This design comes from an exercise in tuning for small area, a short achievable clock period and few clock cycles on the open sky130 flow, not from production work. Where RTL was checked, it was by simulation tests only, not by an equivalence proof against the original. For runs 2 to 5, only the layout was checked, not whether the RTL still works. Power figures rest on the tool's default switching activity, not on a simulated workload.

### design/flow/config.mk
export PLATFORM = sky130hd
export DESIGN_NAME = flac_metadata_header_parser
export DESIGN_NICKNAME = flac_metadata_header_parser
export VERILOG_FILES = /design/flow/design.v
export SDC_FILE = /design/flow/constraint.sdc
export NUM_CORES = 4
export LEC_CHECK = 0
export CAP_MARGIN = 20
export CORE_MARGIN = 2
export CORE_UTILIZATION = 40
export SLEW_MARGIN = 20
### design/flow/constraint.sdc
create_clock -name core_clock -period 10.0 [get_ports {clk}]
set_input_delay 2.0000 -clock core_clock [delete_from_list [all_inputs] [get_ports {clk}]]
set_output_delay 2.0000 -clock core_clock [all_outputs]
set_load 0.01 [all_outputs]
### design/flow/design.v
package flacmh_pkg;
  localparam int INFO_BYTES = 18;
  localparam int ADDR_W = 3;
  localparam logic [2:0] ST_OK = 3'd0;
  localparam logic [2:0] ST_BAD_MARKER = 3'd1;
  localparam logic [2:0] ST_TRUNCATED = 3'd2;
  localparam logic [2:0] ST_SKIP_EOF = 3'd3;
  localparam logic [2:0] ST_NO_INFO = 3'd4;
  localparam logic [6:0] KIND_STREAMINFO = 7'd0;
  localparam logic [6:0] KIND_SEEKTABLE = 7'd3;
  localparam logic [7:0] MARKER_0 = 8'h66;
  localparam logic [7:0] MARKER_1 = 8'h4C;
  localparam logic [7:0] MARKER_2 = 8'h61;
  localparam logic [7:0] MARKER_3 = 8'h43;
endpackage
module flacmh_div
(
  input  logic [25:0] rem,
  input  logic        bit_in,
  input  logic [25:0] divisor,
  output logic [25:0] rem_next,
  output logic        q
);
  logic [26:0] shifted;
  logic [27:0] diff;
  always_comb begin
    shifted = {rem, bit_in};
    diff = {1'b0, shifted} - {2'b0, divisor};
    q = ~diff[27];
    rem_next = q ? diff[25:0] : shifted[25:0];
  end
endmodule
import flacmh_pkg::*;
module flac_metadata_header_parser
(
  input  logic              clk,
  input  logic              rst,
  input  logic              psel,
  input  logic              penable,
  input  logic              pwrite,
  input  logic [ADDR_W-1:0] paddr,
  input  logic [31:0]       pwdata,
  output logic [31:0]       prdata,
  output logic              pready,
  input  logic              in_valid,
  output logic              in_stall,
  input  logic [7:0]        data_byte,
  input  logic              end_of_file,
  input  logic              restart,
  output logic              out_valid,
  input  logic              out_stall,
  output logic [2:0]        status,
  output logic [19:0]       sample_rate,
  output logic [3:0]        channel_count,
  output logic [5:0]        bits_per_sample,
  output logic [15:0]       min_block_size,
  output logic [15:0]       max_block_size,
  output logic [23:0]       min_frame_size,
  output logic [23:0]       max_frame_size,
  output logic [31:0]       total_samples,
  output logic [31:0]       metadata_length,
  output logic [31:0]       bitrate_kbps
);
  localparam logic [1:0] PH_MARKER = 2'd0;
  localparam logic [1:0] PH_HEADER = 2'd1;
  localparam logic [1:0] PH_BODY = 2'd2;
  localparam logic [1:0] PH_DONE = 2'd3;
  localparam logic [1:0] DV_IDLE = 2'd0;
  localparam logic [1:0] DV_DIV1 = 2'd1;
  localparam logic [1:0] DV_DIV2 = 2'd2;
  logic [31:0] file_size;
  logic [1:0]  phase;
  logic [1:0]  idx;           
  logic [23:0] cnt;           
  logic        blk_last;
  logic        blk_info;
  logic        seen;
  logic [31:0] meta;
  logic [4:0]  capn;          
  logic [7:0]  info [INFO_BYTES];
  logic        pend;          
  logic [2:0]  pstat;
  logic [1:0]  dstate;
  logic [4:0]  step;
  logic [25:0] rem;
  logic [6:0]  rem125;
  logic [25:0] secs;
  logic        big;
  logic        secs_ok;
  logic [25:0] quo;
  assign pready = 1'b1;
  assign prdata = paddr[2] ? 32'd0 : file_size;
  logic ok_p;
  logic snap_free;
  logic handoff;
  logic acc;
  assign ok_p = (pstat == ST_OK);
  assign snap_free = !out_valid && (dstate != DV_DIV2);
  assign handoff = pend && snap_free && (!ok_p || secs_ok);
  assign in_stall = pend && !handoff;
  assign acc = in_valid && !in_stall;
  logic [7:0]  marker_exp;
  always_comb begin
    unique case (idx)
      2'd0: marker_exp = MARKER_0;
      2'd1: marker_exp = MARKER_1;
      2'd2: marker_exp = MARKER_2;
      default: marker_exp = MARKER_3;
    endcase
  end
  logic [23:0] len;
  logic [6:0]  kind;
  logic        k_info;
  logic        k_skip;
  logic        len_zero;
  logic [32:0] sum;
  logic        wrap;
  logic        past_eof;
  always_comb begin
    len = {cnt[15:0], data_byte};
    kind = cnt[22:16];
    k_info = (kind == KIND_STREAMINFO);
    k_skip = !k_info && (kind != KIND_SEEKTABLE);
    len_zero = (cnt[15:0] == 16'd0) && (data_byte == 8'd0);
    sum = {1'b0, meta} + {9'd0, len} + 33'd4;
    wrap = &meta[31:2];
    past_eof = (sum[32] && !wrap) || (sum[31:0] >= file_size);
  end
  logic [1:0]  phase_n;
  logic [1:0]  idx_n;
  logic [23:0] cnt_n;
  logic        last_n;
  logic        binfo_n;
  logic        seen_n;
  logic [31:0] meta_n;
  logic [4:0]  capn_n;
  logic        cap_we;
  logic        info_hdr;
  logic        end_go;
  logic [2:0]  end_st;
  logic        fin;
  always_comb begin
    phase_n = phase;
    idx_n = idx;
    cnt_n = cnt;
    last_n = blk_last;
    binfo_n = blk_info;
    seen_n = seen;
    meta_n = meta;
    capn_n = capn;
    cap_we = 1'b0;
    info_hdr = 1'b0;
    end_go = 1'b0;
    end_st = ST_OK;
    fin = 1'b0;
    if (acc) begin
      if (restart) begin
        phase_n = PH_MARKER;
        idx_n = 2'd0;
        seen_n = 1'b0;
      end else if (phase != PH_DONE) begin
        if (end_of_file) begin
          end_go = 1'b1;
          end_st = ST_TRUNCATED;
        end else begin
          unique case (phase)
            PH_MARKER: begin
              idx_n = idx + 2'd1;
              if (data_byte != marker_exp) begin
                end_go = 1'b1;
                end_st = ST_BAD_MARKER;
              end else if (idx == 2'd3) begin
                meta_n = 32'd4;
                phase_n = PH_HEADER;
              end
            end
            PH_HEADER: begin
              idx_n = idx + 2'd1;
              cnt_n = {cnt[15:0], data_byte};
              if (idx == 2'd3) begin
                meta_n = sum[31:0];
                last_n = cnt[23];
                binfo_n = k_info;
                if (k_info && len_zero) begin
                  end_go = 1'b1;
                  end_st = ST_TRUNCATED;
                end else if (k_skip && past_eof) begin
                  end_go = 1'b1;
                  end_st = ST_SKIP_EOF;
                end else begin
                  if (k_info) begin
                    info_hdr = 1'b1;
                    seen_n = 1'b1;
                    capn_n = 5'd0;
                  end
                  if (len_zero) begin
                    fin = cnt[23];
                  end else begin
                    phase_n = PH_BODY;
                  end
                end
              end
            end
            PH_BODY: begin
              cnt_n = cnt - 24'd1;
              if (blk_info && capn != 5'(INFO_BYTES)) begin
                cap_we = 1'b1;
                capn_n = capn + 5'd1;
              end
              if (cnt == 24'd1) begin
                if (blk_last) begin
                  fin = 1'b1;
                end else begin
                  phase_n = PH_HEADER;
                end
              end
            end
            default: begin
            end
          endcase
        end
      end
    end
    if (fin) begin
      end_go = 1'b1;
      end_st = seen ? ST_OK : ST_NO_INFO;
    end
    if (end_go) begin
      phase_n = PH_DONE;
    end
  end
  logic [7:0] sv [INFO_BYTES];
  always_comb begin
    for (int i = 0; i < INFO_BYTES; i++) begin
      sv[i] = (capn > 5'(i)) ? info[i] : 8'd0;
    end
  end
  logic [19:0] f_rate;
  logic [31:0] f_total;
  assign f_rate = {sv[10], sv[11], sv[12][7:4]};
  assign f_total = {sv[14], sv[15], sv[16], sv[17]};
  logic        kill;
  logic        info_done;
  logic        d1_go;
  logic [32:0] dsub;
  logic        kb_zero;
  logic        d2_go;
  assign kill = acc && (restart || info_hdr);
  assign info_done = !(phase == PH_BODY && blk_info && capn != 5'(INFO_BYTES));
  assign d1_go = (dstate == DV_IDLE) && seen && !secs_ok && info_done && !kill;
  assign dsub = {1'b0, file_size} - {1'b0, meta};
  assign kb_zero = !ok_p || dsub[32] || big || (secs == 26'd0);
  assign d2_go = handoff && !kb_zero;
  logic [7:0]  t125;
  logic        a_bit;
  logic [6:0]  rem125_n;
  logic        s_bit;
  logic [25:0] s_div;
  logic [25:0] rem_n;
  logic        q_bit;
  always_comb begin
    t125 = {rem125, quo[25]};
    a_bit = (t125 >= 8'd125);
    rem125_n = a_bit ? 7'(t125 - 8'd125) : t125[6:0];
    if (dstate == DV_DIV1) begin
      s_bit = f_total[step];
      s_div = {6'd0, f_rate};
    end else begin
      s_bit = a_bit;
      s_div = secs;
    end
  end
  flacmh_div u_div (
    .rem      (rem),
    .bit_in   (s_bit),
    .divisor  (s_div),
    .rem_next (rem_n),
    .q        (q_bit)
  );
  always_ff @(posedge clk) begin
    if (rst) begin
      file_size <= '0;
      phase <= PH_MARKER;
      idx <= '0;
      seen <= 1'b0;
      pend <= 1'b0;
      dstate <= DV_IDLE;
      secs_ok <= 1'b0;
      out_valid <= 1'b0;
    end else begin
      if (psel && penable && pwrite && !paddr[2]) begin
        file_size <= pwdata;
      end
      phase <= phase_n;
      idx <= idx_n;
      seen <= seen_n;
      if (end_go) begin
        pend <= 1'b1;
      end else if (handoff) begin
        pend <= 1'b0;
      end
      unique case (dstate)
        DV_IDLE: begin
          if (d2_go) begin
            dstate <= DV_DIV2;
          end else if (d1_go) begin
            dstate <= DV_DIV1;
          end
        end
        DV_DIV1: begin
          if (kill || step == 5'd0) begin
            dstate <= DV_IDLE;
          end
        end
        default: begin
          if (step == 5'd0) begin
            dstate <= DV_IDLE;
          end
        end
      endcase
      if (kill) begin
        secs_ok <= 1'b0;
      end else if (dstate == DV_DIV1 && step == 5'd0) begin
        secs_ok <= 1'b1;
      end
      if (handoff && kb_zero) begin
        out_valid <= 1'b1;
      end else if (dstate == DV_DIV2 && step == 5'd0) begin
        out_valid <= 1'b1;
      end else if (!out_stall) begin
        out_valid <= 1'b0;
      end
    end
  end
  always_ff @(posedge clk) begin
    cnt <= cnt_n;
    blk_last <= last_n;
    blk_info <= binfo_n;
    meta <= meta_n;
    capn <= capn_n;
    if (end_go) begin
      pstat <= end_st;
    end
    for (int i = 0; i < INFO_BYTES; i++) begin
      if (cap_we && capn == 5'(i)) begin
        info[i] <= data_byte;
      end
    end
    if (dstate == DV_IDLE) begin
      if (d2_go) begin
        step <= 5'd25;
        rem <= '0;
        rem125 <= dsub[31:26];
        quo <= dsub[25:0];
      end else if (d1_go) begin
        step <= 5'd31;
        rem <= '0;
        big <= 1'b0;
      end
    end else begin
      step <= step - 5'd1;
      rem <= rem_n;
      if (dstate == DV_DIV1) begin
        secs <= {secs[24:0], q_bit};
        if (step >= 5'd26 && q_bit) begin
          big <= 1'b1;
        end
      end else begin
        rem125 <= rem125_n;
        quo <= {quo[24:0], q_bit};
      end
    end
    if (handoff && kb_zero) begin
      quo <= '0;
    end
    if (handoff) begin
      status <= pstat;
      if (ok_p) begin
        sample_rate <= f_rate;
        channel_count <= {1'b0, sv[12][3:1]} + 4'd1;
        bits_per_sample <= {1'b0, sv[12][0], sv[13][7:4]} + 6'd1;
        min_block_size <= {sv[0], sv[1]};
        max_block_size <= {sv[2], sv[3]};
        min_frame_size <= {sv[4], sv[5], sv[6]};
        max_frame_size <= {sv[7], sv[8], sv[9]};
        total_samples <= f_total;
        metadata_length <= meta;
      end else begin
        sample_rate <= '0;
        channel_count <= '0;
        bits_per_sample <= '0;
        min_block_size <= '0;
        max_block_size <= '0;
        min_frame_size <= '0;
        max_frame_size <= '0;
        total_samples <= '0;
        metadata_length <= '0;
      end
    end
  end
  assign bitrate_kbps = {6'd0, quo};
endmodule
### design/flow/run.sh
#!/bin/bash
# synth_recipe.tcl (not shown) runs the flow's synth.tcl, then flattens the netlist and writes it again
# the make line also repeats each setting of config.mk as NAME=value (left out here)
make -C /OpenROAD-flow-scripts/flow DESIGN_CONFIG=/design/flow/config.mk WORK_HOME=/design/flow/orfs CLKGATE_MAP_FILE= SYNTH_SCRIPT=/design/flow/synth_recipe.tcl finish
==> results of run 1 <==
-- Yosys cell counts, types with 9 or more instances --
cell                       instances  area [um^2]
sky130_fd_sc_hd__nor2b_1          20          125
sky130_fd_sc_hd__a211oi_1         25          188
sky130_fd_sc_hd__nor4_1           19          119
sky130_fd_sc_hd__ha_1            161         2010
sky130_fd_sc_hd__nor2_1          237          890
sky130_fd_sc_hd__o21ai_0          64          320
sky130_fd_sc_hd__dfxtp_1          68         1360
sky130_fd_sc_hd__nand2_1         178          668
sky130_fd_sc_hd__o211ai_1          9         67.6
sky130_fd_sc_hd__a21oi_1         194          971
sky130_fd_sc_hd__a22oi_1          12         90.1
sky130_fd_sc_hd__and3_1           58          363
sky130_fd_sc_hd__xor2_1           28          245
sky130_fd_sc_hd__nand3_1          31          155
sky130_fd_sc_hd__mux2i_1          24          240
sky130_fd_sc_hd__o21bai_1         11         82.6
sky130_fd_sc_hd__nand2b_1         14         87.6
sky130_fd_sc_hd__and2_1          157          982
sky130_fd_sc_hd__or3_1            11         68.8
sky130_fd_sc_hd__inv_1           119          447
sky130_fd_sc_hd__clkbuf_1         58          218
sky130_fd_sc_hd__nand4_1          18          113
sky130_fd_sc_hd__edfxtp_1        448        13500
sky130_fd_sc_hd__a31oi_1          14         87.6
sky130_fd_sc_hd__xnor2_1          70          613
sky130_fd_sc_hd__a21o_1           32          240
sky130_fd_sc_hd__o31ai_1          16          120
sky130_fd_sc_hd__o21a_1           28          210
sky130_fd_sc_hd__nor3_1           45          225
-- final cells by class --
class	instances	area, um^2	area share, %
Multi-Input combinational cell	1612	10700	33.5
Timing Repair Buffer	312	3050	9.58
Clock buffer	64	1430	4.49
Inverter	120	455	1.43
Tap cell	855	1070	3.36
Sequential cell	516	14800	46.5
Clock inverter	38	387	1.21
-- through the flow --
step / total power, W / setup WS [ns] / instance area [um^2] / hold slack (ns)
after floorplan: 0.00263 / 3.59 / 26200 / 0.450
after global placement: 0.00280 / 1.71 / 30000 / 0.457
after detailed placement: 0.00281 / 1.63 / 30000 / 0.463
after CTS: 0.00484 / 2.27 / 31900 / 0.424
after global routing: 0.00496 / 1.87 / 31900 / 0.448
final: 0.00480 / 2.19 / 31900 / 0.426
-- layer usage --
layer  up-vias  share of wire, %  GRT usage (%)
li1       9056                 -              -
met1      9268                44           29.4
met2       651                47           35.3
met3       111               6.3           2.95
met4         0               2.7           6.32
met5         -                 0              0
-- logic make-up (layout without fill, tap and decap cells) --
group,Yosys count,in the layout,synth area share (%)
other cells,2,7,0.0286
fa+ha+maj,164,164,7.91
simple gates,835,835,16.0
mux,32,32,1.60
buf+inv,202,534,3.07
xor+xnor,98,98,3.27
compound gates,476,476,11.7
flops,516,516,56.5
-- how the worst max path moves through the flow --
stage,startpoint,to,cells after the start
after floorplan,data_byte[1],pstat[0],21
after global placement,data_byte[0],pstat[1],23
after detailed placement,data_byte[0],pstat[1],23
after CTS,data_byte[0],pstat[1],23
after global routing,data_byte[0],phase[1],23
final,data_byte[0],pstat[1],23
-- worst max-delay path, delay by kind of cell --
family,cells,cell delay (ns)
XOR/XNOR,1,0.18
AO/OA/AOI/OAI,11,3.02
AND/OR/NAND/NOR,5,1.15
adder cells (fa/ha/maj),4,1.20
buffers and inverters,2,0.66
-- flip-flops by register name, indices dropped and copies added, names as in the netlist, 24 cells and up --
register and cells:
info 140, file_size 32, meta 32, metadata_length 32, total_samples 32, quo 26
rem 26, secs 26, cnt 24, max_frame_size 24, min_frame_size 24
-- power breakdown --
part | switching, W | internal (W) | total (W) | leakage (nW)
Combinational | 0.000193 | 0.000155 | 0.000348 | 6.23
Sequential | 0.0000352 | 0.00238 | 0.00241 | 4.66
Clock | 0.000895 | 0.00114 | 0.00203 | 0.884
Total | 0.00112 | 0.00367 | 0.00480 | 11.8
==> results list, run 1 <==
* Half-perimeter wire length of the detailed placement result: 53.8 mm
- Worst hold path startpoint: secs[10]
- The number of max-slew violations in the final report came to 0.
- In the routed layout, each cell is associated on average with a via count of 5.43.
- Syn_area_per_cell: 11.3 um^2
* Number of nets at the end of the flow: 2832
* CP Data Required Time: 10.42 ns
- Clock tree synthesis found a total of 516 sinks.
* Global-route congestion overflow total: 0
- The largest individual stage delay along the critical path comes from the cell sky130_fd_sc_hd__nor4_1.
* Cell depth of the worst flop-to-flop path: 21
- For this run, the slowest stage of the critical path takes 0.53 ns.
* Number of enable-type register cells in the synthesized netlist: 448
- Areal power density over the cells: 151 nW/um^2
* Floorplan die height: 260 um
* Time the worst path needs with I/O delays and setup: 7.81 ns
- The share of the Yosys chip area taken by registers is 56.5%.
- Cell total after placement: 3415
- Worst-path fanout max: 22
- Unrepaired setup endpoints after global routing: no
- Maximum root-to-sink buffer count: 3
* Max Cap Viol: 0
- The number of gates resized after CTS was 0.
* Ports: 296
- Final hold violation count: 0
- Measured slew at the worst slew-check pin: 1.02 ns
- Worst hold endpoint: secs[11]
* Most common library cell in the layout ignoring fill and taps: sky130_fd_sc_hd__edfxtp_1
* Cell Rows: 93
- Count of inserted antenna diode cells: 0
- Critical path data arrival time: 8.23 ns
- In this design, the critical path's most frequently occurring cell is sky130_fd_sc_hd__ha_1.
- Endpoint of the worst register-to-register path: pstat[1]
- Worst Hold Class: flop to flop
- Length of the first detailed-routing pass in iterations: 7
* Final RePlAce weighted congestion: 0.930
* Hold-fix buffers at CTS: 0
- Worst setup SP type: primary input
* Remaining max-slew budget at the tightest pin: 32.3%
- Counting every instance in the synthesized netlist gives 2325.
- Setup violations remaining at the end of the flow were counted as 0.
* Most used cells in the layout excluding fill and tap cells: 448 x sky130_fd_sc_hd__edfxtp_1, 285 x sky130_fd_sc_hd__clkdlybuf4s50_1, 235 x sky130_fd_sc_hd__nor2_1
* Number of H-tree branching levels: 2
* Post-synthesis cell type count: 90
- Summed over all cells, the static leakage comes to 11.8 nW.
* Yosys synthesis warning count: 4
* DRC violations left: 0
- Wire length of the first global-routing pass: 111 mm
- After clock tree synthesis, the clock-pin slew on the worst setup and hold paths is 0.06 ns.
- Counting flops with an async set or reset pin after synthesis yields a share of 0%.
- The mapped netlist covers 26200 um^2.
* Total of flip-flops plus latches after synthesis: 516
* Area Overhead vs Synth: 21.5%
- Clock insertion delay at the later pin of the skew report: 0.65 ns
- IR analysis of the VDD net gives a maximum drop of 0.0000974 V.
- Routed length per placed instance: 21.0 um
* Core outline area: 64600 um^2
- Once the floorplan was initialized, standard cells occupied 40.6% of the core.
- Based on the critical path, the design can be clocked at up to 128 MHz.
- Number of CTS-inserted buffers: 54
* Post-CTS setup repair buffer count: 0
- Measured on the finished design, the core utilization comes to 49.4%.
- The via count of the first global-routing pass came to 18600.
- The startpoint identified for the worst register-to-register timing path is meta[1].
- Across all register-to-register paths, the minimum setup slack is 3.69 ns.
- Maximum number of pins on one net before global-route repair: 75
- The routed layout has 19100 vias.
- Library cell used as clock root buffer: sky130_fd_sc_hd__clkbuf_16
* Fraction of final layout cells sized beyond drive strength 1: 6.01%
- Crit Path Category: primary input to flop
- Traced cell by cell, the critical path runs through clkdlybuf4s50_1, buf_4, ha_1, ha_1, fa_1, a211oi_1, o21a_1, o31ai_1, o31ai_1, a21oi_1, a31oi_1, nor3_1, xnor2_1, ha_1, nand4_1, nor4_1, a22oi_1, o211ai_1, a31oi_1, a21oi_1, o21a_1, nor2_1, nor4b_1.
- Between clock sinks in the finished design, the worst skew comes to 0.0684 ns.
* Number of cells in the finished layout apart from fillers: 3517
- Drt total wl: 73.9 mm
- Among all flip-flop cells after synthesis, the most frequent one is sky130_fd_sc_hd__edfxtp_1.
* Depth of the worst hold-timing path: 0
- Global router's overall resource usage: 21.4%
- In the finished design, the share of the clock period the worst path needs comes to 78.1%.
- TritonCTS built the clock tree.
- The worst setup path is captured at a flop.
* Status: timing/DRC/antenna clean
- Number of design-rule violations left by the first detailed-router iteration: 1586
- Layout filler cell count: 5774
- Total Die Area: 67600 um^2
- Die extent in x: 260 um
* Summed negative setup slack over all endpoints: 0 ns
- The number of antenna violations at the first check in global routing is 0.
- Post-DRT Antenna Nets: 0
- The count of buffers added on input and output ports is 286.
Testbench counts, summed over its fixed seeds: cycles 39,030.
==> run 2: changes to the inputs <==
--- a/design/flow/design.v
+++ b/design/flow/design.v
@@ -78,6 +78,11 @@
   logic [31:0] meta;
   logic [4:0]  capn;          
   logic [7:0]  info [INFO_BYTES];
+  logic        meta_upd;      
+  logic        cmp_gt;        
+  logic        cmp_eq;        
+  logic        room_le0;
+  logic        room_big;
   logic        pend;          
   logic [2:0]  pstat;
   logic [1:0]  dstate;
@@ -88,6 +93,9 @@
   logic        big;
   logic        secs_ok;
   logic [25:0] quo;
+  logic        bit_q;         
+  logic        abit_q;        
+  logic        kz;            
   assign pready = 1'b1;
   assign prdata = paddr[2] ? 32'd0 : file_size;
   logic ok_p;
@@ -96,7 +104,7 @@
   logic acc;
   assign ok_p = (pstat == ST_OK);
   assign snap_free = !out_valid && (dstate != DV_DIV2);
-  assign handoff = pend && snap_free && (!ok_p || secs_ok);
+  assign handoff = pend && snap_free && !meta_upd && (!ok_p || secs_ok);
   assign in_stall = pend && !handoff;
   assign acc = in_valid && !in_stall;
   logic [7:0]  marker_exp;
@@ -113,8 +121,8 @@
   logic        k_info;
   logic        k_skip;
   logic        len_zero;
-  logic [32:0] sum;
-  logic        wrap;
+  logic [31:0] hpos;
+  logic [32:0] room;
   logic        past_eof;
   always_comb begin
     len = {cnt[15:0], data_byte};
@@ -122,9 +130,9 @@
     k_info = (kind == KIND_STREAMINFO);
     k_skip = !k_info && (kind != KIND_SEEKTABLE);
     len_zero = (cnt[15:0] == 16'd0) && (data_byte == 8'd0);
-    sum = {1'b0, meta} + {9'd0, len} + 33'd4;
-    wrap = &meta[31:2];
-    past_eof = (sum[32] && !wrap) || (sum[31:0] >= file_size);
+    hpos = meta + 32'd4;
+    room = {1'b0, file_size} - {1'b0, hpos};
+    past_eof = room_le0 || (!room_big && (cmp_gt || (cmp_eq && data_byte >= room[7:0])));
   end
   logic [1:0]  phase_n;
   logic [1:0]  idx_n;
@@ -132,7 +140,10 @@
   logic        last_n;
   logic        binfo_n;
   logic        seen_n;
-  logic [31:0] meta_n;
+  logic        meta_set;
+  logic        hdr_end;
+  logic        hdr_b1;
+  logic        hdr_b2;
   logic [4:0]  capn_n;
   logic        cap_we;
   logic        info_hdr;
@@ -146,7 +157,10 @@
     last_n = blk_last;
     binfo_n = blk_info;
     seen_n = seen;
-    meta_n = meta;
+    meta_set = 1'b0;
+    hdr_end = 1'b0;
+    hdr_b1 = 1'b0;
+    hdr_b2 = 1'b0;
     capn_n = capn;
     cap_we = 1'b0;
     info_hdr = 1'b0;
@@ -170,15 +184,17 @@
                 end_go = 1'b1;
                 end_st = ST_BAD_MARKER;
               end else if (idx == 2'd3) begin
-                meta_n = 32'd4;
+                meta_set = 1'b1;
                 phase_n = PH_HEADER;
               end
             end
             PH_HEADER: begin
               idx_n = idx + 2'd1;
               cnt_n = {cnt[15:0], data_byte};
+              hdr_b1 = (idx == 2'd1);
+              hdr_b2 = (idx == 2'd2);
               if (idx == 2'd3) begin
-                meta_n = sum[31:0];
+                hdr_end = 1'b1;
                 last_n = cnt[23];
                 binfo_n = k_info;
                 if (k_info && len_zero) begin
@@ -242,19 +258,20 @@
   logic        kill;
   logic        info_done;
   logic        d1_go;
+  logic        d1_last;
+  logic        d2_last;
   logic [32:0] dsub;
-  logic        kb_zero;
   logic        d2_go;
   assign kill = acc && (restart || info_hdr);
   assign info_done = !(phase == PH_BODY && blk_info && capn != 5'(INFO_BYTES));
   assign d1_go = (dstate == DV_IDLE) && seen && !secs_ok && info_done && !kill;
+  assign d1_last = (dstate == DV_DIV1) && (step == 5'd31);
+  assign d2_last = (dstate == DV_DIV2) && (step == 5'd0);
   assign dsub = {1'b0, file_size} - {1'b0, meta};
-  assign kb_zero = !ok_p || dsub[32] || big || (secs == 26'd0);
-  assign d2_go = handoff && !kb_zero;
+  assign d2_go = handoff && ok_p;
   logic [7:0]  t125;
   logic        a_bit;
   logic [6:0]  rem125_n;
-  logic        s_bit;
   logic [25:0] s_div;
   logic [25:0] rem_n;
   logic        q_bit;
@@ -262,17 +279,11 @@
     t125 = {rem125, quo[25]};
     a_bit = (t125 >= 8'd125);
     rem125_n = a_bit ? 7'(t125 - 8'd125) : t125[6:0];
-    if (dstate == DV_DIV1) begin
-      s_bit = f_total[step];
-      s_div = {6'd0, f_rate};
-    end else begin
-      s_bit = a_bit;
-      s_div = secs;
-    end
+    s_div = (dstate == DV_DIV1) ? {6'd0, f_rate} : secs;
   end
   flacmh_div u_div (
     .rem      (rem),
-    .bit_in   (s_bit),
+    .bit_in   ((dstate == DV_DIV1) ? bit_q : abit_q),
     .divisor  (s_div),
     .rem_next (rem_n),
     .q        (q_bit)
@@ -284,6 +295,7 @@
       idx <= '0;
       seen <= 1'b0;
       pend <= 1'b0;
+      meta_upd <= 1'b0;
       dstate <= DV_IDLE;
       secs_ok <= 1'b0;
       out_valid <= 1'b0;
@@ -294,6 +306,7 @@
       phase <= phase_n;
       idx <= idx_n;
       seen <= seen_n;
+      meta_upd <= hdr_end;
       if (end_go) begin
         pend <= 1'b1;
       end else if (handoff) begin
@@ -308,24 +321,24 @@
           end
         end
         DV_DIV1: begin
-          if (kill || step == 5'd0) begin
+          if (kill || d1_last) begin
             dstate <= DV_IDLE;
           end
         end
         default: begin
-          if (step == 5'd0) begin
+          if (d2_last) begin
             dstate <= DV_IDLE;
           end
         end
       endcase
       if (kill) begin
         secs_ok <= 1'b0;
-      end else if (dstate == DV_DIV1 && step == 5'd0) begin
+      end else if (d1_last) begin
         secs_ok <= 1'b1;
       end
-      if (handoff && kb_zero) begin
+      if (handoff && !ok_p) begin
         out_valid <= 1'b1;
-      end else if (dstate == DV_DIV2 && step == 5'd0) begin
+      end else if (d2_last) begin
         out_valid <= 1'b1;
       end else if (!out_stall) begin
         out_valid <= 1'b0;
@@ -336,8 +349,21 @@
     cnt <= cnt_n;
     blk_last <= last_n;
     blk_info <= binfo_n;
-    meta <= meta_n;
     capn <= capn_n;
+    if (meta_set) begin
+      meta <= 32'd4;
+    end else if (meta_upd) begin
+      meta <= meta + {8'd0, cnt} + 32'd4;
+    end
+    if (hdr_b1) begin
+      cmp_gt <= (data_byte > room[23:16]);
+      cmp_eq <= (data_byte == room[23:16]);
+    end else if (hdr_b2) begin
+      cmp_gt <= cmp_gt || (cmp_eq && data_byte > room[15:8]);
+      cmp_eq <= cmp_eq && (data_byte == room[15:8]);
+    end
+    room_le0 <= room[32] || (room == 33'd0);
+    room_big <= !room[32] && (room[31:24] != 8'd0);
     if (end_go) begin
       pstat <= end_st;
     end
@@ -347,30 +373,36 @@
       end
     end
     if (dstate == DV_IDLE) begin
+      bit_q <= f_total[31];
+      abit_q <= 1'b0;
+      rem <= '0;
       if (d2_go) begin
-        step <= 5'd25;
-        rem <= '0;
+        step <= 5'd26;
         rem125 <= dsub[31:26];
         quo <= dsub[25:0];
-      end else if (d1_go) begin
-        step <= 5'd31;
-        rem <= '0;
-        big <= 1'b0;
+        kz <= dsub[32] || big || (secs == 26'd0);
+      end else begin
+        step <= 5'd30;
+        if (d1_go) begin
+          big <= 1'b0;
+        end
       end
     end else begin
       step <= step - 5'd1;
       rem <= rem_n;
       if (dstate == DV_DIV1) begin
+        bit_q <= f_total[step];
         secs <= {secs[24:0], q_bit};
-        if (step >= 5'd26 && q_bit) begin
+        if (step >= 5'd25 && step != 5'd31 && q_bit) begin
           big <= 1'b1;
         end
       end else begin
+        abit_q <= a_bit;
         rem125 <= rem125_n;
-        quo <= {quo[24:0], q_bit};
+        quo <= {quo[24:0], q_bit && !kz};
       end
     end
-    if (handoff && kb_zero) begin
+    if (handoff && !ok_p) begin
       quo <= '0;
     end
     if (handoff) begin
==> results list, run 2 <==
- Status: timing/DRC/antenna clean
- Most used cells in the layout excluding fill and tap cells: 389 x sky130_fd_sc_hd__edfxtp_1, 285 x sky130_fd_sc_hd__clkdlybuf4s50_1, 247 x sky130_fd_sc_hd__nor2_1
- Primary FF master, synth: sky130_fd_sc_hd__edfxtp_1
- FMAX: 183 MHz
* Max-slew violation count: 0
* Post-CTS setup repair buffer count: 0
- After synthesis, flip-flops and latches occupy 52.1% of the total area.
* Length of the first detailed-routing pass in iterations: 5
* Max FFs per register: 140
- Ranking of synthesized cells by instance count: 389 x sky130_fd_sc_hd__edfxtp_1, 248 x sky130_fd_sc_hd__nor2_1, 223 x sky130_fd_sc_hd__a21oi_1, 204 x sky130_fd_sc_hd__nand2_1, 186 x sky130_fd_sc_hd__ha_1
- Combinational Power Share: 5.4%
* Number of enable-type register cells in the synthesized netlist: 389
- CP Data Required Time: 8.00 ns
- Share of the synthesized area in the top cell type: 42.3%
- DRC violations left: 0
* Worst reg2reg path startpoint: meta[9]
* Summed negative setup slack over all endpoints: 0 ns
* Number of cells in the finished layout apart from fillers: 3816
* Die extent in x: 267 um
- Total of flip-flops plus latches after synthesis: 524
- Number of design-rule violations left by the first detailed-router iteration: 1628
- In this run the standard cell core region covers 68500 um^2.
* Wire length of the first global-routing pass: 119 mm
* Count leader, synth: sky130_fd_sc_hd__edfxtp_1
- Most common library cell in the layout ignoring fill and taps: sky130_fd_sc_hd__edfxtp_1
* Global router's overall resource usage: 21.8%
- The clock tree synthesis step divided the H-tree into 2 levels.
- The number of antenna violations at the first check in global routing came to 2.
- Hold-fix buffers at CTS: 0
* Cell area after synthesis: 27600 um^2
* Total Die Area: 71200 um^2
- The most critical setup path has its startpoint at paddr[2].
- Synth top area cells: sky130_fd_sc_hd__edfxtp_1 42%, sky130_fd_sc_hd__dfxtp_1 9.8%, sky130_fd_sc_hd__ha_1 8.4%
- The worst path uses 54.7% of the clock period.
* Remaining max-slew budget at the tightest pin: 32.9%
* Syn_area_per_cell: 10.6 um^2
* Internal power contribution: 0.00372 W
- The worst setup path is captured at an output pin.
- Floorplan die height: 267 um
- Areal power density over the cells: 144 nW/um^2
* Endpoint of the worst register-to-register path: cmp_gt
- Worst setup SP type: primary input
- Following the worst setup path forward leads to its endpoint at prdata[3].
* Sw Share: 22.5%
- Library cell used as clock root buffer: sky130_fd_sc_hd__clkbuf_16
- Across the routed clock network, the largest skew measured is 0.0448 ns.
* Worst-path fanout max: 34
* Post-DRT Antenna Nets: 0
- During synthesis, Yosys emitted a total of 4 warnings.
- Cell Rows: 96
- Biggest area consumer among synthesized cells: sky130_fd_sc_hd__edfxtp_1
* Number of global-route vias before repair: 20200
- Clk sinks: 524
- Final hold violation count: 0
- Dividing the detail-routed wire length by the instance count gives 20.6 um.
- Initial cell density of the core: 40.3%
* Cell depth of the worst flop-to-flop path: 23
- At the end of routability-driven placement, the weighted congestion stood at 0.901.
- Summed over all cells, the static leakage comes to 12.9 nW.
* Maximum number of pins on one net before global-route repair: 90
- Via count: 20700
- CTS tree: yes
- Internal reg-to-reg setup slack: 4.55 ns
- Via-per-instance ratio: 5.42
- The share of total power dissipated in the clock network is 45.0%.
- Crit Path Category: primary input to output pin
- Of all flip-flops after synthesis, the portion carrying an async set or reset was 0%.
- After detailed routing, the total wire length is 78.5 mm.
- Clock insertion delay at the later pin of the skew report: 0.65 ns
- Area Overhead vs Synth: 21.0%
- Setup violations remaining at the end of the flow were counted as 0.
- Largest register by flop count: info
- Half-perimeter wire length of the detailed placement result: 57.9 mm
- Post-synthesis cell type count: 89
* Ports: 296
- Max Cap Viol: 0
- Fraction of final layout cells sized beyond drive strength 1: 5.90%
* Count of inserted antenna diode cells: 0
- The final layout contains 3127 nets.
* Maximum root-to-sink buffer count: 3
- Highest ir drop seen on vdd: 0.000132 V
- Global-route congestion overflow total: 0
- Sequential cells burn 49.7% of the power.
* Clock transition time at the flip-flop clock pins of the worst setup and hold paths: 0.06 ns
- Unrepaired setup endpoints after global routing: no
- During placement, the flow inserted port buffers numbering 286.
- Post-synthesis instance total: 2601
* Switching component of the power: 0.00108 W
- Time the worst path needs with I/O delays and setup: 5.47 ns
- Data arrives at the worst endpoint at 3.47 ns.
- Worst Hold Class: flop to flop
- Post-cts repair resize count: 0
* Measured slew at the worst slew-check pin: 1.01 ns
* Cell total after placement: 3708
* Number of CTS-inserted buffers: 57
run 2: cell types whose count changed after synthesis, moves of 26 or more:
cell and delta:
sky130_fd_sc_hd__dfxtp_1 +67, sky130_fd_sc_hd__and2_1 -37, sky130_fd_sc_hd__a21oi_1 +29, sky130_fd_sc_hd__xnor2_1 +29, sky130_fd_sc_hd__nor2b_1 +34, sky130_fd_sc_hd__edfxtp_1 -59, sky130_fd_sc_hd__nand2_1 +26, sky130_fd_sc_hd__o21ai_0 +35
run 2: area by class of cell:
| type | count | area, um^2 |
|---|---|---|
| fillers | 6250 | 35100 |
| clock buffers | 69 | 1520 |
| inverters | 107 | 402 |
| flip-flops and latches | 524 | 14400 |
| clock inverters | 38 | 420 |
| well taps | 882 | 1100 |
| repair buffers | 319 | 3120 |
| multi-input cells | 1877 | 12500 |
run 2: logic make-up (layout without fill, tap and decap cells):
logic type               count (synthesis)  count (layout)  synth area share, %
AND/OR/NAND/NOR                        924             924                 16.6
AO/OA/AOI/OAI                          566             566                 13.0
buffers and inverters                  205             533                 2.99
flip-flops                             524             524                 52.1
adder cells (fa/ha/maj)                189             189                 8.64
XOR/XNOR                               152             152                 4.82
other                                    2               7               0.0272
multiplexers                            39              39                 1.78
run 2: metal layers:
metal	track usage, %	routed length (um)	part of all wire [%]	vias up
met1	28.8	34900	44	9942
li1	-	-	-	10000
met2	36.3	37400	48	567
met3	2.83	3540	4.5	137
met5	0	0	0	-
met4	8.26	2700	3.4	0
run 2: through the flow:
step / utilization, % / total power, W / instance area (um^2) / setup WS [ns] / hold slack [ns]
2_1_floorplan: - / 0.00255 / 27600 / 1.70 / 0.436
3_3_place_gp: 45.9 / 0.00268 / 31500 / 4.53 / 0.447
3_5_place_dp: 45.9 / 0.00269 / 31500 / 4.51 / 0.453
4_1_cts: 48.8 / 0.00485 / 33400 / 4.51 / 0.459
5_1_grt: 48.8 / 0.00495 / 33400 / 4.01 / 0.480
6_report: 48.8 / 0.00480 / 33400 / 4.53 / 0.460
run 2: power groups by stage:
| stage | Combinational, W | Sequential (W) | Clock, W |
|---|---|---|---|
| global placement | 0.000253 | 0.00243 | 0 |
| global route | 0.000281 | 0.00238 | 0.00229 |
| finish | 0.000258 | 0.00238 | 0.00216 |
| floorplan | 0.000116 | 0.00244 | 0 |
| detailed placement | 0.000257 | 0.00243 | 0 |
| CTS | 0.000259 | 0.00238 | 0.00220 |
run 2: how the worst min path moves through the flow:
stage	startpoint	end	slack, ns	cells after the start
after global placement	file_size[0]	file_size[0]	0.45	2
after CTS	rem[14]	rem[15]	0.46	2
after floorplan	rem[14]	rem[15]	0.44	2
final	rem[14]	rem[15]	0.46	2
after detailed placement	rem[14]	rem[15]	0.45	2
after global routing	rem[14]	rem[15]	0.48	2
run 2: worst max-delay path: stages:
cell,delay (ns)
sky130_fd_sc_hd__clkdlybuf4s50_1,0.45
sky130_fd_sc_hd__buf_4,0.40
sky130_fd_sc_hd__nor2b_1,0.11
sky130_fd_sc_hd__clkdlybuf4s50_1,0.49
==> run 3: changes to the inputs <==
--- a/design/flow/config.mk
+++ b/design/flow/config.mk
@@ -8,4 +8,5 @@
 export CAP_MARGIN = 20
 export CORE_MARGIN = 2
 export CORE_UTILIZATION = 40
+export SETUP_SLACK_MARGIN = 5
 export SLEW_MARGIN = 20
==> results list, run 3 <==
- FMAX: 203 MHz
- Post-synthesis cell type count: 89
- Floorplan die height: 267 um
- Remaining max-slew budget at the tightest pin: 32.8%
* Number of H-tree branching levels: 2
* Hold-fix buffers at CTS: 0
- Counting flops per register, the top entry is info.
- Post-DRT Antenna Nets: 0
* Yosys synthesis warning count: 4
- Number of enable-type register cells in the synthesized netlist: 389
- Routed length per placed instance: 20.8 um
* Number of nets at the end of the flow: 3137
* Fraction of final layout cells sized beyond drive strength 1: 7.31%
* Cell Chain, Critical Path: inv_1, nor4_4, and2_2, xnor2_1, ha_1, nand2_1, or4_1, o211ai_1, a41oi_1, o21bai_1, xnor2_1, ha_1, nor2b_1, o21a_1, o21ai_0, nand2b_1, a21oi_1, nor2b_1, o21ai_0, nand2b_1, a21oi_1, o31ai_1
- On the worst path, the slowest cell contributes a delay of 0.53 ns.
- Crit. Startpoint: meta[11]
- Worst-path fanout max: 7
* Total of flip-flops plus latches after synthesis: 524
- Drt total wl: 79.7 mm
- Number of global-route vias before repair: 20500
- Areal power density over the cells: 142 nW/um^2
- Primary FF master, synth: sky130_fd_sc_hd__edfxtp_1
* Cell area after synthesis: 27600 um^2
- DRC violations left: 0
- The library cells used most frequently in the layout, excluding fill and tap cells, are 389 x sky130_fd_sc_hd__edfxtp_1, 252 x sky130_fd_sc_hd__clkdlybuf4s50_1, 244 x sky130_fd_sc_hd__nor2_1.
- Core outline area: 68500 um^2
* Post-synthesis instance total: 2601
- For this design, the sink count on the clock tree is 524.
- Via count: 20900
* Number of antenna violations at the first check in global routing: 1
* Count of inserted antenna diode cells: 0
- Sequential cell area fraction in the yosys report: 52.1%
* Count leader, synth: sky130_fd_sc_hd__edfxtp_1
* Area taken by multi-input logic gates: 12600 um^2
- Critical path data arrival time: 5.29 ns
- Share of the synthesized area in the top cell type: 42.3%
* Storage cell area: 14400 um^2
- Library cell used as clock root buffer: sky130_fd_sc_hd__clkbuf_16
- For this design the top-level I/O count stands at 296.
- Final hold violation count: 0
- Port Buffer Count: 286
- The register with the most flip-flops in the layout has 140 of them.
- Global routing used 22.1% of the available tracks.
- Highest ir drop seen on vdd: 0.000112 V
* Clock Skews: 0.0458 ns
- At the end of routability-driven placement, the weighted congestion stood at 0.911.
* Measured slew at the worst slew-check pin: 1.01 ns
- Worst reg2reg path startpoint: meta[11]
* Global-route congestion overflow total: 0
- After layout, the minimum clock period comes to 4.93 ns.
- For this run, the share of the core covered by cells in the final layout is 48.9%.
- Total Die Area: 71200 um^2
* Maximum number of pins on one net before global-route repair: 71
- The later pin in the worst-skew pair is clocked with a latency of 0.65 ns.
- Data on the critical path is required at its endpoint by 10.36 ns.
* Wire length of the first global-routing pass: 122 mm
- CTS tree: yes
- Standard cell with the maximum stage delay on the critical path: sky130_fd_sc_hd__or4_1
* Cell Rows: 96
* Synth top area cells: sky130_fd_sc_hd__edfxtp_1 42%, sky130_fd_sc_hd__dfxtp_1 9.8%, sky130_fd_sc_hd__ha_1 8.4%
- For this design the static power due to leakage is 13.1 nW.
* Final period util: 49.3%
- The worst hold path begins at file_size[0].
* WP buf/inv: 1
- The wire-length estimate of the detail-placed layout is 58.0 mm.
- Crit Path Category: flop to flop
* Fraction of registers with async set/reset: 0%
- Max Cap Viol: 0
- The synthesized design spends more area on one cell type than any other, namely sky130_fd_sc_hd__edfxtp_1.
- The initial utilization of the core area, before any placement, comes to 40.3%.
* Area Overhead vs Synth: 21.3%
- Buffers inserted during clock tree synthesis total 56.
- The layout has 6200 filler cells.
- Setup violations remaining at the end of the flow were counted as 0.
* Max-slew violation count: 0
- The min-delay analysis places its worst path in the category flop to flop.
* Ranking of synthesized cells by instance count: 389 x sky130_fd_sc_hd__edfxtp_1, 248 x sky130_fd_sc_hd__nor2_1, 223 x sky130_fd_sc_hd__a21oi_1, 204 x sky130_fd_sc_hd__nand2_1, 186 x sky130_fd_sc_hd__ha_1
- Across all hold checks on the routed design, the worst slack comes to 0.476 ns.
* Length of the first detailed-routing pass in iterations: 6
- The die is 267 um wide.
- Maximum root-to-sink buffer count: 3
* Final total power: 0.00477 W
* Via-per-instance ratio: 5.46
- Syn_area_per_cell: 10.6 um^2
- Unrepaired setup endpoints after global routing: yes
- Worst Setup End Kind: flop
* Clock transition time at the flip-flop clock pins of the worst setup and hold paths: 0.06 ns
- Status: timing/DRC/antenna clean
- The cell family contributing the most delay on the critical path is simple AND/OR/NAND/NOR gates.
* Summed negative setup slack over all endpoints: 0 ns
- Most common library cell in the layout ignoring fill and taps: sky130_fd_sc_hd__edfxtp_1
- Worst setup SP type: flop
- Number of design-rule violations left by the first detailed-router iteration: 1618
run 3: changes by cell type in the layout (fill, tap and decap cells not counted), moves of 3 or more:
cell	previous run	this run
sky130_fd_sc_hd__clkinv_2	6	10
sky130_fd_sc_hd__nor2_1	247	244
sky130_fd_sc_hd__clkbuf_1	8	11
sky130_fd_sc_hd__dfxtp_1	135	132
sky130_fd_sc_hd__dlygate4sd2_1	0	18
sky130_fd_sc_hd__clkinv_1	16	10
sky130_fd_sc_hd__clkbuf_2	0	15
sky130_fd_sc_hd__buf_4	31	41
sky130_fd_sc_hd__clkdlybuf4s50_1	285	252
run 3: area by class of cell:
type	instances	area share [%]
Clock buffer	68	4.35
Clock inverter	35	1.31
Inverter	107	1.21
Multi-Input combinational cell	1877	37.6
Sequential cell	524	42.9
Tap cell	882	3.29
Timing Repair Buffer	330	9.35
run 3: report_power, final:
group / switching (W) / internal, W
Sequential: 0.0000225 / 0.00236
Combinational: 0.000151 / 0.000109
Clock: 0.000903 / 0.00123
Total: 0.00108 / 0.00370
run 3: worst min-delay path, delay by kind of cell (launching register included):
family | cells | cell delay, ns
AOI/OAI and AO/OA | 1 | 0.06
DFF | 1 | 0.31
and+or+nand+nor | 1 | 0.05
run 3: per-layer routing:
metal	vias up	share of wire, %	global-route usage, %
met5	-	0	0
met4	0	3.1	7.14
met3	114	5.0	2.56
met2	627	48	37.4
met1	10100	44	29.6
li1	10000	-	-
run 3: logic make-up after synthesis:
kind of cell	share of synthesized area [%]
other	0.0272
AOI/OAI and AO/OA	13.0
xor gates and xnor gates	4.82
and+or+nand+nor	16.6
adders and majority gates	8.64
muxes	1.78
DFF	52.1
buffers and inverters	2.99
run 3: worst paths after layout:
check	slack, ns	endpoint	depth (start not counted)
worst max-delay path	5.07	cmp_gt	22
worst min-delay path	0.48	file_size[0]	2
worst max register to register	5.07	cmp_gt	22
worst min register to register	0.48	file_size[0]	2
run 3: what timing repair did:
action	4_1_cts	5_1_grt
endpoints found under the setup margin	55	39
gates cloned	1	0
resized for setup	61	29
pin swaps	1	4
setup buffers	1	7
run 3: metrics by stage:
stage                     cells  cell area [um^2]  worst slack (ns)
after detailed placement   3711             31500              4.52
final                      3823             33500              5.07
after floorplan            2606             27700              4.50
after global placement     3711             31500              4.53
after global routing       3823             33500              4.69
after CTS                  3816             33500              5.00
==> run 4: changes to the inputs <==
--- a/design/flow/design.v
+++ b/design/flow/design.v
@@ -121,8 +121,7 @@
   logic        k_info;
   logic        k_skip;
   logic        len_zero;
-  logic [31:0] hpos;
-  logic [32:0] room;
+  logic [33:0] room;
   logic        past_eof;
   always_comb begin
     len = {cnt[15:0], data_byte};
@@ -130,8 +129,7 @@
     k_info = (kind == KIND_STREAMINFO);
     k_skip = !k_info && (kind != KIND_SEEKTABLE);
     len_zero = (cnt[15:0] == 16'd0) && (data_byte == 8'd0);
-    hpos = meta + 32'd4;
-    room = {1'b0, file_size} - {1'b0, hpos};
+    room = {2'b0, file_size} - {2'b0, meta} - 34'd4;
     past_eof = room_le0 || (!room_big && (cmp_gt || (cmp_eq && data_byte >= room[7:0])));
   end
   logic [1:0]  phase_n;
@@ -172,6 +170,7 @@
         phase_n = PH_MARKER;
         idx_n = 2'd0;
         seen_n = 1'b0;
+        capn_n = 5'd0;
       end else if (phase != PH_DONE) begin
         if (end_of_file) begin
           end_go = 1'b1;
@@ -243,6 +242,9 @@
     end
     if (end_go) begin
       phase_n = PH_DONE;
+      if (end_st != ST_OK) begin
+        capn_n = 5'd0;
+      end
     end
   end
   logic [7:0] sv [INFO_BYTES];
@@ -349,7 +351,11 @@
     cnt <= cnt_n;
     blk_last <= last_n;
     blk_info <= binfo_n;
-    capn <= capn_n;
+    if (rst) begin
+      capn <= 5'd0;
+    end else begin
+      capn <= capn_n;
+    end
     if (meta_set) begin
       meta <= 32'd4;
     end else if (meta_upd) begin
@@ -362,8 +368,8 @@
       cmp_gt <= cmp_gt || (cmp_eq && data_byte > room[15:8]);
       cmp_eq <= cmp_eq && (data_byte == room[15:8]);
     end
-    room_le0 <= room[32] || (room == 33'd0);
-    room_big <= !room[32] && (room[31:24] != 8'd0);
+    room_le0 <= room[33] || (room == 34'd0);
+    room_big <= !room[33] && (room[32:24] != 9'd0);
     if (end_go) begin
       pstat <= end_st;
     end
@@ -407,25 +413,19 @@
     end
     if (handoff) begin
       status <= pstat;
+      sample_rate <= f_rate;
+      min_block_size <= {sv[0], sv[1]};
+      max_block_size <= {sv[2], sv[3]};
+      min_frame_size <= {sv[4], sv[5], sv[6]};
+      max_frame_size <= {sv[7], sv[8], sv[9]};
+      total_samples <= f_total;
       if (ok_p) begin
-        sample_rate <= f_rate;
         channel_count <= {1'b0, sv[12][3:1]} + 4'd1;
         bits_per_sample <= {1'b0, sv[12][0], sv[13][7:4]} + 6'd1;
-        min_block_size <= {sv[0], sv[1]};
-        max_block_size <= {sv[2], sv[3]};
-        min_frame_size <= {sv[4], sv[5], sv[6]};
-        max_frame_size <= {sv[7], sv[8], sv[9]};
-        total_samples <= f_total;
         metadata_length <= meta;
       end else begin
-        sample_rate <= '0;
         channel_count <= '0;
         bits_per_sample <= '0;
-        min_block_size <= '0;
-        max_block_size <= '0;
-        min_frame_size <= '0;
-        max_frame_size <= '0;
-        total_samples <= '0;
         metadata_length <= '0;
       end
     end
==> design/flow/flow/run.sh (new file) <==
#!/bin/bash
set -uo pipefail
export BUFFER_PORTS_ARGS="-buffer_cell sky130_fd_sc_hd__buf_1"
bash standard.sh SETUP_SLACK_MARGIN=5 finish > make.log 2>&1
==> design/flow/standard.sh (new file) <==
#!/bin/bash
# synth_recipe.tcl (not shown) runs the flow's synth.tcl, then flattens the netlist and writes it again
# the make line also repeats each setting of config.mk as NAME=value (left out here)
make -C /OpenROAD-flow-scripts/flow DESIGN_CONFIG=/design/flow/config.mk WORK_HOME=/design/flow/orfs CLKGATE_MAP_FILE= SYNTH_SCRIPT=/design/flow/synth_recipe.tcl "${@:-finish}"
--- a/design/flow/config.mk
+++ b/design/flow/config.mk
@@ -8,5 +8,4 @@
 export CAP_MARGIN = 20
 export CORE_MARGIN = 2
 export CORE_UTILIZATION = 40
-export SETUP_SLACK_MARGIN = 5
 export SLEW_MARGIN = 20
removed: design/flow/run.sh
==> results list, run 4 <==
- Of all nets on the critical path, the largest fanout is 36.
* Clock insertion delay at the later pin of the skew report: 0.62 ns
- Fraction of registers with async set/reset: 0%
* Critical path data arrival time: 2.89 ns
- Detailed placement finished with a half-perimeter wire length of 50.8 mm.
* Layout filler cell count: 6135
* Final RePlAce weighted congestion: 0.889
* Via count: 19800
- Sequential cell area fraction in the yosys report: 53.7%
- The highest layer touched by signal routing is met4.
* Proportion of power drawn by the clock network: 43.8%
- Hold-fix buffers at CTS: 0
- Clock Skews: 0.0189 ns
* Ranking of synthesized cells by instance count: 384 x sky130_fd_sc_hd__edfxtp_1, 290 x sky130_fd_sc_hd__nor2_1, 202 x sky130_fd_sc_hd__nand2_1, 178 x sky130_fd_sc_hd__a21oi_1, 157 x sky130_fd_sc_hd__ha_1
* Total of flip-flops plus latches after synthesis: 524
- The worst setup path is of the flop to output pin kind.
- Yosys mapped the design onto 90 distinct sky130hd cell types.
* Most common library cell in the layout ignoring fill and taps: sky130_fd_sc_hd__edfxtp_1
* Unrepaired setup endpoints after global routing: yes
* CTS tree: yes
* Met3 layer wire length in the routed design: 4.78 mm
* FMAX: 205 MHz
- sky130_fd_sc_hd__edfxtp_1 is the most common cell in the netlist.
- Routed length per placed instance: 19.5 um
* Maximum number of pins on one net before global-route repair: 70
* Port Buffer Count: 286
* Number of enable-type register cells in the synthesized netlist: 384
- For this design the ratio of total power to cell area is 155 nW/um^2.
* Global-route congestion overflow total: 0
- Floorplan die height: 262 um
- The register with the most flip-flops in the layout has 140 of them.
- The top cell types in the final layout, fill and taps aside, are 384 x sky130_fd_sc_hd__edfxtp_1, 286 x sky130_fd_sc_hd__nor2_1, 285 x sky130_fd_sc_hd__buf_1.
- Worst setup SP type: flop
- The worst hold path belongs to the class flop to flop.
- The cell area that synthesis handed to floorplanning was 26700 um^2.
* Synth top area cells: sky130_fd_sc_hd__edfxtp_1 43%, sky130_fd_sc_hd__dfxtp_1 10%, sky130_fd_sc_hd__ha_1 7.4%
- The top cell type by area accounts for 43.2% of the synthesized area.
- Fraction of final layout cells sized beyond drive strength 1: 7.24%
* Cell Rows: 94
* Number of antenna violations at the first check in global routing: 2
- The largest total area in the synthesized netlist belongs to sky130_fd_sc_hd__edfxtp_1.
- STA puts the critical path data required time at 8.00 ns.
- Maximum root-to-sink buffer count: 3
* Initial cell density of the core: 40.5%
- Of the total power, registers draw 50.0%.
* Switching component of the power: 0.00110 W
- Yosys printed 4 warnings.
- The worst path uses 48.9% of the clock period.
- After the last flow step, the layout net total stands at 2982.
- STA classifies the critical path endpoint as an output pin.
* Number of global-route vias before repair: 19000
- Wire length of the first global-routing pass: 110 mm
- The region available for standard cell placement spans 65900 um^2.
* DRC violations left: 0
- The internal portion of the total power is 0.00369 W.
* Final hold violation count: 0
* Max-slew violation count: 0
- Post-synthesis instance total: 2472
* Number of design-rule violations left by the first detailed-router iteration: 1468
- VDD sags by at most 0.000134 V.
- The flow ran to the end and the layout has no timing, DRC or antenna violations.
* Sw Share: 23.0%
- Summing all non-filler instances in the final layout gives an area of 31000 um^2.
- Of the total power, combinational logic draws 6.2%.
* Clock transition time at the flip-flop clock pins of the worst setup and hold paths: 0.06 ns
- In this run, CTS created clock tree buffers numbering 56.
- In the synthesized netlist the dominant register cell turns out to be sky130_fd_sc_hd__edfxtp_1.
* DRT met1 WL: 31.8 mm
* LEAKAGE: 11.5 nW
- Largest register by flop count: info
- Global routing used 20.1% of the available tracks across all layers.
- Setup-failing EPs final: 0
* Library cell used as clock root buffer: sky130_fd_sc_hd__clkbuf_16
* Post-DRT Antenna Nets: 0
- Syn_area_per_cell: 10.8 um^2
* Total length of routed met2 wires: 34.0 mm
* Total Die Area: 68800 um^2
* Length of the first detailed-routing pass in iterations: 9
- In the final timing run, aggregate negative setup slack is 0 ns.
- Relative to the synthesized area, the layout overhead comes to 16.1%.
- At the pin with the least slew margin, the transition time is 1.04 ns.
- Drt total wl: 72.0 mm
* Number of H-tree branching levels: 2
* Die extent in x: 262 um
* Post-detailed-placement cell area: 28700 um^2
- Max Cap Viol: 0
* Via-per-instance ratio: 5.38
* Remaining max-slew budget at the tightest pin: 30.5%
- Clk sinks: 524
- Time the worst path needs with I/O delays and setup: 4.89 ns
- 296 I/O pins were placed.
## run 4: cell families (layout without fill, tap and decap cells)
kind of cell | Yosys count | in the layout | share of synthesized area (%)
multiplexers | 74 | 74 | 3.26
AND/OR/NAND/NOR | 947 | 947 | 17.7
flip-flops | 524 | 524 | 53.7
buffers and inverters | 184 | 521 | 2.71
XOR/XNOR | 118 | 118 | 3.90
other | 2 | 9 | 0.0281
AO/OA/AOI/OAI | 463 | 465 | 11.1
adder cells (fa/ha/maj) | 160 | 160 | 7.58
## run 4: critical path: stages (launching register included)
cell and delay [ns]:
sky130_fd_sc_hd__dfxtp_1 0.31, sky130_fd_sc_hd__buf_4 0.25, sky130_fd_sc_hd__nor2b_1 0.22, sky130_fd_sc_hd__nor4b_4 0.59, sky130_fd_sc_hd__o21a_4 0.41, sky130_fd_sc_hd__nand2b_1 0.22, sky130_fd_sc_hd__inv_1 0.13, sky130_fd_sc_hd__buf_1 0.15
## run 4: what timing repair did
item | 4_1_cts | 5_1_grt
pin swaps | 4 | 8
setup endpoints to repair | 38 | 46
gates cloned | 1 | 1
buffers inserted | 2 | 11
resized for setup | 28 | 38
## run 4: routing by layer
layer / vias to the layer above / GRT usage, %
li1: 9549 / -
met1: 9531 / 27.8
met2: 627 / 32.8
met3: 89 / 3.76
met4: 0 / 4.75
met5: - / 0
## run 4: power groups by stage
stage | clock network (W) | logic, W | registers, W
2_1_floorplan | 0 | 0.000164 | 0.00245
3_3_place_gp | 0 | 0.000277 | 0.00244
6_report | 0.00210 | 0.000299 | 0.00239
5_1_grt | 0.00223 | 0.000328 | 0.00240
3_5_place_dp | 0 | 0.000285 | 0.00244
4_1_cts | 0.00214 | 0.000292 | 0.00240
## run 4: cell type report
cell class | count | area, um^2 | share of cell area, %
Tap cell | 864 | 1080 | 3.49
Antenna cell | 2 | 5.00 | 0.0161
Clock inverter | 33 | 402 | 1.30
Sequential cell | 524 | 14300 | 46.3
Inverter | 98 | 375 | 1.21
Multi-Input combinational cell | 1771 | 12000 | 38.7
Timing Repair Buffer | 319 | 1340 | 4.33
Clock buffer | 71 | 1460 | 4.70
## run 4: worst paths after layout
kind | slack, ns | depth (start not counted) | to | startpoint
max reg2reg | 5.26 | 22 | cmp_gt | meta[7]
min reg2reg | 0.47 | 2 | file_size[0] | file_size[0]
max | 5.11 | 7 | in_stall | dstate[1]
min | 0.47 | 2 | file_size[0] | file_size[0]
## run 4: through the flow
step | cells | hold WS [ns] | total power (W) | util [%] | setup slack [ns]
floorplan | 2477 | 0.436 | 0.00262 | - | 5.03
global placement | 3561 | 0.444 | 0.00272 | 43.5 | 3.95
detailed placement | 3561 | 0.449 | 0.00273 | 43.5 | 4.01
CTS | 3668 | 0.469 | 0.00483 | 46.6 | 4.93
global route | 3681 | 0.487 | 0.00496 | 47.0 | 4.94
finish | 3682 | 0.467 | 0.00479 | 47.1 | 5.11
==> run 5: changes to the inputs <==
==> design/flow/flow/run.sh (replaced) <==
#!/bin/bash
set -uo pipefail
export BUFFER_PORTS_ARGS="-buffer_cell sky130_fd_sc_hd__buf_1"
bash standard.sh SETUP_SLACK_MARGIN=6 finish > make.log 2>&1
==> results list, run 5 <==
- TritonCTS built the clock tree.
- Synthesis produced a netlist whose cell count is 2472.
- Clk sinks: 524
* Post-synthesis cell type count: 90
- In this run the worst hold path is classified as flop to flop.
* Via count: 20300
- Time the worst path needs with I/O delays and setup: 4.63 ns
- Die extent in x: 262 um
* Cell Chain, Critical Path: inv_4, ha_4, inv_2, fa_2, a21o_4, a31oi_4, nor3_2, or4_4, or2_4, buf_6, nor4_4, nand2_2, xor2_2, ha_1, o21ai_1, nand2b_1, a21oi_2, nor2b_1, o21ai_1, nand2b_1, a21oi_2, nor2b_1, o22ai_1, o21ai_1
* Most common library cell in the layout ignoring fill and taps: sky130_fd_sc_hd__edfxtp_1
- For this design the total switching power over the nets is 0.00112 W.
- The tool flagged a number of max-cap violations equal to 0.
* Share of the synthesized area in the top cell type: 43.2%
* Cell total after placement: 3561
- Floorplan die height: 262 um
* Highest ir drop seen on vdd: 0.000137 V
- Detailed placement ended at an HPWL of 51.4 mm.
- For this run the aggregate overflow at the end of global routing stands at 0.
* Routed length per placed instance: 20.4 um
* Unrepaired setup endpoints after global routing: yes
- Summed over all layers, the routed wires come to 76.6 mm.
* DRC violations left: 0
* Final hold violation count: 0
- Relative to the synthesized area, the layout overhead comes to 23.5%.
- Ranking of synthesized cells by instance count: 384 x sky130_fd_sc_hd__edfxtp_1, 290 x sky130_fd_sc_hd__nor2_1, 202 x sky130_fd_sc_hd__nand2_1, 178 x sky130_fd_sc_hd__a21oi_1, 157 x sky130_fd_sc_hd__ha_1
- Maximum root-to-sink buffer count: 3
* Proportion of power drawn by the clock network: 42.9%
- The critical path is of the flop to flop type.
- The worst path uses 46.3% of the clock period.
- Worst-path fanout max: 4
- Number of global-route vias before repair: 20000
- For this design the static power due to leakage is 12.2 nW.
* Max FFs per register: 140
- Max-slew violation count: 0
* Total of flip-flops plus latches after synthesis: 524
- Core outline area: 65900 um^2
- Sequential cell area fraction in the yosys report: 53.7%
- Post-route worst hold slack: 0.474 ns
* Worst setup SP type: flop
- Maximum number of pins on one net before global-route repair: 70
- Crit path top cell by count: sky130_fd_sc_hd__o21ai_1
- Total Die Area: 68800 um^2
- Internal power comes to 0.00368 W.
- Sequential group share of total power: 49.8%
* Cell Rows: 94
- In this run the power density over the cells is 146 nW/um^2.
* Port Buffer Count: 286
- The tree is rooted in a sky130_fd_sc_hd__clkbuf_16.
- Wire length of the first global-routing pass: 116 mm
* Via-per-instance ratio: 5.40
- Per report_power, the combinational group accounts for 7.3% of the total.
- Met1 usage in global routing: 28.5%
- Status: timing/DRC/antenna clean
* Syn_area_per_cell: 10.8 um^2
* Busiest layer in global routing: met2
* Clock Skews: 0.0286 ns
* Number of design-rule violations left by the first detailed-router iteration: 1460
- The initial utilization of the core area, before any placement, comes to 40.5%.
* Standard cell with the maximum stage delay on the critical path: sky130_fd_sc_hd__or4_4
* Number of nets at the end of the flow: 3060
* Clock transition time at the flip-flop clock pins of the worst setup and hold paths: 0.07 ns
* Synth top area cells: sky130_fd_sc_hd__edfxtp_1 43%, sky130_fd_sc_hd__dfxtp_1 10%, sky130_fd_sc_hd__ha_1 7.4%
- For this run, the number of Yosys warnings is 4.
* Most used cells in the layout excluding fill and tap cells: 384 x sky130_fd_sc_hd__edfxtp_1, 269 x sky130_fd_sc_hd__nor2_1, 249 x sky130_fd_sc_hd__buf_1
- In this run the tightest slew margin relative to its limit is 26.0%.
- Fraction of final layout cells sized beyond drive strength 1: 15.6%
- For the worst setup path, the data arrival time is 5.00 ns.
- Global router's overall resource usage: 21.3%
- In the synthesized netlist the dominant register cell turns out to be sky130_fd_sc_hd__edfxtp_1.
* Ports: 296
- CP Data Required Time: 10.37 ns
- Measured slew at the worst slew-check pin: 1.11 ns
- The first detailed-routing pass ran for 5 iterations.
- Once layout is complete, the cells apart from fillers number 3758.
- Number of H-tree branching levels: 2
- Clock tree synthesis inserted a total of 55 buffers.
- Measured on the finished design, the core utilization comes to 50.1%.
- Biggest area consumer among synthesized cells: sky130_fd_sc_hd__edfxtp_1
* Largest register by flop count: info
- Number of antenna violations at the first check in global routing: 2
* Clock insertion delay at the later pin of the skew report: 0.63 ns
- Cell area after synthesis: 26700 um^2
* FMAX: 216 MHz
- Together, buffers and inverters on the worst path number 3.
- Fraction of registers with async set/reset: 0%
- Count leader, synth: sky130_fd_sc_hd__edfxtp_1
* Number of enable-type register cells in the synthesized netlist: 384
* Post-DRT Antenna Nets: 0
- Final RePlAce weighted congestion: 0.909
* Summed negative setup slack over all endpoints: 0 ns
- In the global route stage, met3 resource usage came out at 3.86%.
- Slowest cell delay on critical path: 0.57 ns
- Worst Setup End Kind: flop
* Setup-failing EPs final: 0
- Broken down by cell family, the worst path's largest delay share belongs to simple AND/OR/NAND/NOR gates.
- Met2 track utilization from global routing: 36.2%
- In this run switching power makes up 23.4% of total power.
[run 5: power groups by stage]
stage | Clock (W) | Combinational (W) | Sequential [W]
5_1_grt | 0.00220 | 0.000378 | 0.00240
3_5_place_dp | 0 | 0.000295 | 0.00244
3_3_place_gp | 0 | 0.000288 | 0.00244
6_report | 0.00206 | 0.000348 | 0.00239
2_1_floorplan | 0 | 0.000177 | 0.00245
4_1_cts | 0.00210 | 0.000333 | 0.00239
[run 5: cell type report]
type,instances,area (um^2)
Fill cell,5966,32900
Sequential cell,524,14400
Multi-Input combinational cell,1771,12800
Timing Repair Buffer,397,2450
Clock buffer,67,1430
Tap cell,864,1080
Inverter,98,412
Clock inverter,35,387
Timing Repair inverter,1,8.76
Antenna cell,1,2.50
[run 5: path summary, 6_finish.rpt]
kind | to | start | depth (start not counted) | slack, ns
worst max-delay path | cmp_gt | file_size[0] | 24 | 5.37
worst min-delay path | rem[24] | rem[23] | 2 | 0.47
worst max register to register | cmp_gt | file_size[0] | 24 | 5.37
worst min register to register | rem[24] | rem[23] | 2 | 0.47
[run 5: kinds of logic (layout without fill, tap and decap cells)]
| group | Yosys count | after routing | synth area share [%] |
|---|---|---|---|
| and+or+nand+nor | 947 | 947 | 17.7 |
| AOI/OAI and AO/OA | 463 | 465 | 11.1 |
| other | 2 | 8 | 0.0281 |
| xor gates and xnor gates | 118 | 118 | 3.90 |
| DFF | 524 | 524 | 53.7 |
| adders and majority gates | 160 | 160 | 7.58 |
| muxes | 74 | 74 | 3.26 |
| buffers and inverters | 184 | 598 | 2.71 |
[run 5: metal layers]
layer	part of all wire, %	routed length (um)
met1	44	33600
met2	48	37100
met3	5.9	4510
met4	1.9	1440
met5	0	0
[run 5: metrics by stage]
stage / setup WS (ns) / area [um^2] / power, W
2_1_floorplan: 5.42 / 27300 / 0.00263
3_3_place_gp: 4.41 / 29200 / 0.00273
3_5_place_dp: 4.29 / 29200 / 0.00274
4_1_cts: 5.37 / 32200 / 0.00483
5_1_grt: 5.24 / 33000 / 0.00497
6_report: 5.37 / 33000 / 0.00480
[run 5: timing repair]
item | in CTS | in global routing
endpoints found under the hold margin | 0 | 0
gates cloned | 10 | 1
hold buffers | 0 | 0
setup buffers | 31 | 52
pin swaps | 33 | 46
endpoints found under the setup margin | 172 | 85
gates resized for setup | 187 | 73
[run 5: worst reg2reg max path: stages (launching register included)]
cell,delay (ns)
sky130_fd_sc_hd__dfxtp_2,0.33
sky130_fd_sc_hd__inv_4,0.10
sky130_fd_sc_hd__ha_4,0.16
sky130_fd_sc_hd__inv_2,0.03
sky130_fd_sc_hd__fa_2,0.35
sky130_fd_sc_hd__a21o_4,0.24
sky130_fd_sc_hd__a31oi_4,0.21
sky130_fd_sc_hd__nor3_2,0.06
sky130_fd_sc_hd__or4_4,0.57
sky130_fd_sc_hd__or2_4,0.29
sky130_fd_sc_hd__buf_6,0.13
sky130_fd_sc_hd__nor4_4,0.32
sky130_fd_sc_hd__nand2_2,0.14
sky130_fd_sc_hd__xor2_2,0.19
sky130_fd_sc_hd__ha_1,0.34
sky130_fd_sc_hd__o21ai_1,0.09
sky130_fd_sc_hd__nand2b_1,0.08
sky130_fd_sc_hd__a21oi_2,0.12
sky130_fd_sc_hd__nor2b_1,0.06
sky130_fd_sc_hd__o21ai_1,0.11
sky130_fd_sc_hd__nand2b_1,0.08
sky130_fd_sc_hd__a21oi_2,0.12
sky130_fd_sc_hd__nor2b_1,0.05
sky130_fd_sc_hd__o22ai_1,0.14
sky130_fd_sc_hd__o21ai_1,0.07

==> separate check: timing with driven ports <==
Ports are ideal in the flow. The routed layouts listed here were re-timed in OpenROAD.
Step 1: set_driving_cell puts a clkbuf_16 on clk and a buf_2 on each other input, an assumption about the parent block.
Step 2, shift: input delay + t, output delay - t, t = (earliest + latest rising clock arrival at the registers) / 2. This alone moves slack from input paths to output paths.
Slacks: no drivers / after step 1 / after step 2; pairs: no drivers / after step 1.
run	shift t [ns]	setup slack, ns	worst hold slack (ns)	slew at the worst register clock pin (ns)	pins driven straight from the clock port
run 1	0.681	2.191 / 2.219 / 1.538	0.426 / 0.426 / 0.426	0.07 / 0.07	1
run 2	0.686	4.526 / 4.502 / 4.502	0.460 / 0.460 / 0.460	0.07 / 0.07	1
run 3	0.683	5.067 / 5.063 / 4.806	0.476 / 0.476 / 0.476	0.06 / 0.06	1
run 4	0.672	5.111 / 5.050 / 4.506	0.467 / 0.467 / 0.467	0.07 / 0.07	1
run 5	0.681	5.371 / 5.349 / 5.068	0.474 / 0.474 / 0.474	0.07 / 0.07	1
After both steps setup and hold are still met in every run listed. For run 1, which loses most, drivers alone change the setup slack by +0.028 ns; drivers and shift together by -0.653 ns.
